From an optimization exercise on the open Yosys and OpenROAD flow, aimed at small area, a short achievable clock period and few clock cycles per item; shortcuts taken in it are not production practice.
Power figures rest on the tool's default switching activity, not on a simulated workload.

==> flow/design.v (excerpt) <==
module softmax_normalizer
#(
    parameter int unsigned N             = 32,
    parameter int unsigned IN_BIT_WIDTH  = 16,
    parameter int unsigned SUM_BIT_WIDTH = 32,
    parameter int unsigned RECIP_W       = 32,
    parameter int unsigned OUT_BIT_WIDTH = 16
) (
    input  logic                        i_clk,
    input  logic                        i_rst_n,
    input  logic                        i_vec_valid,
    output logic                        o_vec_ready,
    input  logic [IN_BIT_WIDTH*N-1:0]   i_data,
    input  logic                        i_sum_valid,
    input  logic [SUM_BIT_WIDTH-1:0]    i_sum,
    output logic                        o_valid,
    input  logic                        i_ready,
    output logic [OUT_BIT_WIDTH-1:0]    o_prob,
    output logic [$clog2(N)-1:0]        o_idx,
    output logic                        o_last,
    output logic                        o_busy,
    output logic                        o_recip_sat
);
For scale: ~4600 cells after synthesis, about 810 flip-flops, roughly 43000 µm² of cells after synthesis.
clock: 11.0 ns
lec_check: 0
abc_area: 1
abc_clock_period_in_ps: 3000
cap_margin: 20
cell_pad_in_sites_detail_placement: 1
core_margin: 2
core_utilization: 40
place_density: 0.45
slew_margin: 20
standard.sh (not shown) runs the stock make flow with config.mk's settings and CLKGATE_MAP_FILE= SYNTH_SCRIPT=/design/flow/synth_recipe.tcl, a recipe that flattens the netlist after the stock synthesis.
==> flow/flow/run.sh <==
#!/bin/bash
# The standard layout (the standard.sh, standard synthesis unchanged), with
#  - every input and output port buffered by the smallest buffer (buf_1)
#    instead of the tool's default pick; the resizer still upsizes any port
#    buffer that needs more drive;
#  - repair_timing asked for a setup margin of 7.5 ns, so that it keeps
#    sizing and buffering paths until they are 7.5 ns inside the 11 ns clock.
# The SDC (clock period, I/O delays, loads) is the standard flow's, unchanged.
set -euo pipefail
export BUFFER_PORTS_ARGS="-buffer_cell sky130_fd_sc_hd__buf_1"
export SETUP_SLACK_MARGIN=7.5
bash standard.sh > make.log 2>&1
The baseline finished clean.
Rerun with:
==> flow/flow/run.sh (replaced) <==
#!/bin/bash
# The standard layout (the standard.sh, standard synthesis unchanged), with
#  - every input and output port buffered by the smallest buffer (buf_1)
#    instead of the tool's default pick; the resizer still upsizes any port
#    buffer that needs more drive;
#  - repair_timing asked for a setup margin of 8 ns, so that it keeps
#    sizing and buffering paths until they are 8 ns inside the 11 ns clock.
# The SDC (clock period, I/O delays, loads) is the standard flow's, unchanged.
set -euo pipefail
export BUFFER_PORTS_ARGS="-buffer_cell sky130_fd_sc_hd__buf_1"
export SETUP_SLACK_MARGIN=8.0
bash standard.sh > make.log 2>&1
--- a/flow/config.mk
+++ b/flow/config.mk
@@ -7,3 +7,2 @@
 export LEC_CHECK = 0
-export ABC_AREA = 1
 export ABC_CLOCK_PERIOD_IN_PS = 3000
=>
- The new run finished with timing, DRC and antenna clean
- synthesized area went down by 10%
- worst setup slack improved by 0.063 ns
- wire length fell by 1.7%
- global-route usage went up by 2.7 points
- final cell count came out lower by 24%
- combinational power climbs by about 10%
- clock skew hardly moves
- critical path depth is unchanged
- sequential cell count is unchanged
Function was not checked in any run of this note: the RTL went through the layout flow alone.

* * *

== v12 ==
softmax_normalizer again, from the RTL that the note above started with.
==> flow/design.v (excerpt) <==
module softmax_normalizer
#(
    parameter int unsigned N             = 32,
    parameter int unsigned IN_BIT_WIDTH  = 16,
    parameter int unsigned SUM_BIT_WIDTH = 32,
    parameter int unsigned RECIP_W       = 32,
    parameter int unsigned OUT_BIT_WIDTH = 16
) (
    input  logic                        i_clk,
    input  logic                        i_rst_n,
    input  logic                        i_vec_valid,
    output logic                        o_vec_ready,
    input  logic [IN_BIT_WIDTH*N-1:0]   i_data,
    input  logic                        i_sum_valid,
    input  logic [SUM_BIT_WIDTH-1:0]    i_sum,
    output logic                        o_valid,
    input  logic                        i_ready,
    output logic [OUT_BIT_WIDTH-1:0]    o_prob,
    output logic [$clog2(N)-1:0]        o_idx,
    output logic                        o_last,
    output logic                        o_busy,
    output logic                        o_recip_sat
);
==> flow/config.mk <==
export PLATFORM = sky130hd
export DESIGN_NAME = softmax_normalizer
export DESIGN_NICKNAME = softmax_normalizer
export VERILOG_FILES = /design/flow/design.v
export SDC_FILE = /design/flow/constraint.sdc
export NUM_CORES = 4
export LEC_CHECK = 0
export ABC_CLOCK_PERIOD_IN_PS = 3000
export CAP_MARGIN = 20
export CELL_PAD_IN_SITES_DETAIL_PLACEMENT = 1
export CORE_MARGIN = 2
export CORE_UTILIZATION = 40
export CTS_BUF_LIST = sky130_fd_sc_hd__clkbuf_16
export CTS_CLUSTER_DIAMETER = 80
export CTS_CLUSTER_SIZE = 20
export PLACE_DENSITY = 0.45
export SLEW_MARGIN = 20
==> flow/constraint.sdc <==
create_clock -name core_clock -period 11.0 [get_ports {i_clk}]
set_input_delay 2.2000 -clock core_clock [delete_from_list [all_inputs] [get_ports {i_clk}]]
set_output_delay 2.2000 -clock core_clock [all_outputs]
set_load 0.01 [all_outputs]
==> flow/flow/run.sh <==
#!/bin/bash
# The standard layout (the standard.sh, standard synthesis unchanged), with
#  - every input and output port buffered by the smallest buffer (buf_1)
#    instead of the tool's default pick; the resizer still upsizes any port
#    buffer that needs more drive;
#  - repair_timing asked for a setup margin of 7.5 ns, so that it keeps
#    sizing and buffering paths until they are 7.5 ns inside the 11 ns clock.
# The SDC (clock period, I/O delays, loads) is the standard flow's, unchanged.
set -euo pipefail
export BUFFER_PORTS_ARGS="-buffer_cell sky130_fd_sc_hd__buf_1"
export SETUP_SLACK_MARGIN=7.5
bash standard.sh > make.log 2>&1
Changes in v51 relative to v12:
Settings: CORE_UTILIZATION changed from 40 to 55; CTS_CLUSTER_DIAMETER removed (was 80); PLACE_DENSITY changed from 0.45 to 0.62; CTS_BUF_LIST removed (was sky130_fd_sc_hd__clkbuf_16); CTS_CLUSTER_SIZE removed (was 20).
==> results.txt <==
Against v12, v51 comes in about 1.8% higher on area of all placed cells without fillers.
Between v12 and v51, the flow reports footprint of the multi-input gates decreasing slightly.
Run comparison: v51 highest-delay cell along the critical path a222oi_1; v12 highest-delay cell along the critical path fa_1
v51 vs v12, startpoint of the most critical setup path: rd_q[3]$_SDFFE_PN0P_ vs xa1_q[0]$_DFFE_PN_
Buffer levels on the longest clock path of v51 is on par with v12.
From v12 to v51, post-synth design cell area did not move at all.
On v51: clock network fraction of design power is 4.8 points higher than what v12 gave.
Cmp v12 and v51 / switching portion of total power / lower: v51
Lower logic depth of the worst setup path including buffers goes to v12 over v51.
Compared v51 against v12; register area within noise.
v51 ends up with a arrival time at the worst endpoint that is 0.26 ns higher than in v12.
## Diff of input files: v23 against v51
Settings: setting CTS_BUF_LIST to sky130_fd_sc_hd__clkbuf_16 for the first time; changing PLACE_DENSITY from 0.62 to 0.45; setting CTS_CLUSTER_DIAMETER to 60 for the first time; setting CTS_CLUSTER_SIZE to 25 for the first time; changing CORE_UTILIZATION from 55 to 40.
Between v23 and v51, the critical path depth is lower for v23.
v23 vs. v51: total chip power went down by 0.00037 W; switching share of total power essentially unchanged; tap cell count moved up.
Changes observed in v23 relative to v51: final area +1.3%, worst path setup slack after routing up 0.17 ns, clock skew dropped 0.012 ns.
Clock period minus worst slack sits lower in v23 than in v51.
v23 against v51: filler cell count in the final layout +3169, combined flip-flop and latch cell area flat.
Edits applied to the flow inputs when going from v23 to v58:
Settings: changing CTS_CLUSTER_SIZE from 25 to 30; changing CTS_CLUSTER_DIAMETER from 60 to 80.
==> comparison <==
Against v23, v58 reports a final area that is lower.
Delta(via total after detailed routing, v58 - v23) < 0
Comparing v58 and v23, number of non-clock buffers in the layout is higher on v58.
Function was not checked in any run of this note: the RTL went through the layout flow alone.

## separate check: timing with driven ports
In the flow no input, the clock included, has a driving cell. The finished layouts below were timed again as built, in two steps.
Step 1, drivers: a clkbuf_16 drives i_clk and a buf_2 each remaining input, both assumed.
Step 2 adds t to the input delays and takes it off the output delays; t is the mean of the earliest and latest rising clock arrival at the registers after step 1. Input paths then give back, and output paths get back, about the clock's delay inside the block.
Three values: ideal, step 1, step 2; two values: the first two.
run	t (ns)	slack for setup (ns)	cell pins on the clock port's net
the first run of note 1	0.745	7.376 / 7.305 / 7.113	1
the second run of note 1	0.746	7.439 / 7.366 / 7.244	1
v12	0.744	7.450 / 7.395 / 7.131	1
v51	0.730	7.283 / 7.283 / 7.167	1
v23	0.738	7.450 / 7.397 / 7.113	1
v58	0.734	7.470 / 7.402 / 7.131	1
After both steps every run listed still meets setup and hold. The setup slack of v58, which loses most, moves by -0.068 ns with the drivers and by -0.339 ns with both steps.
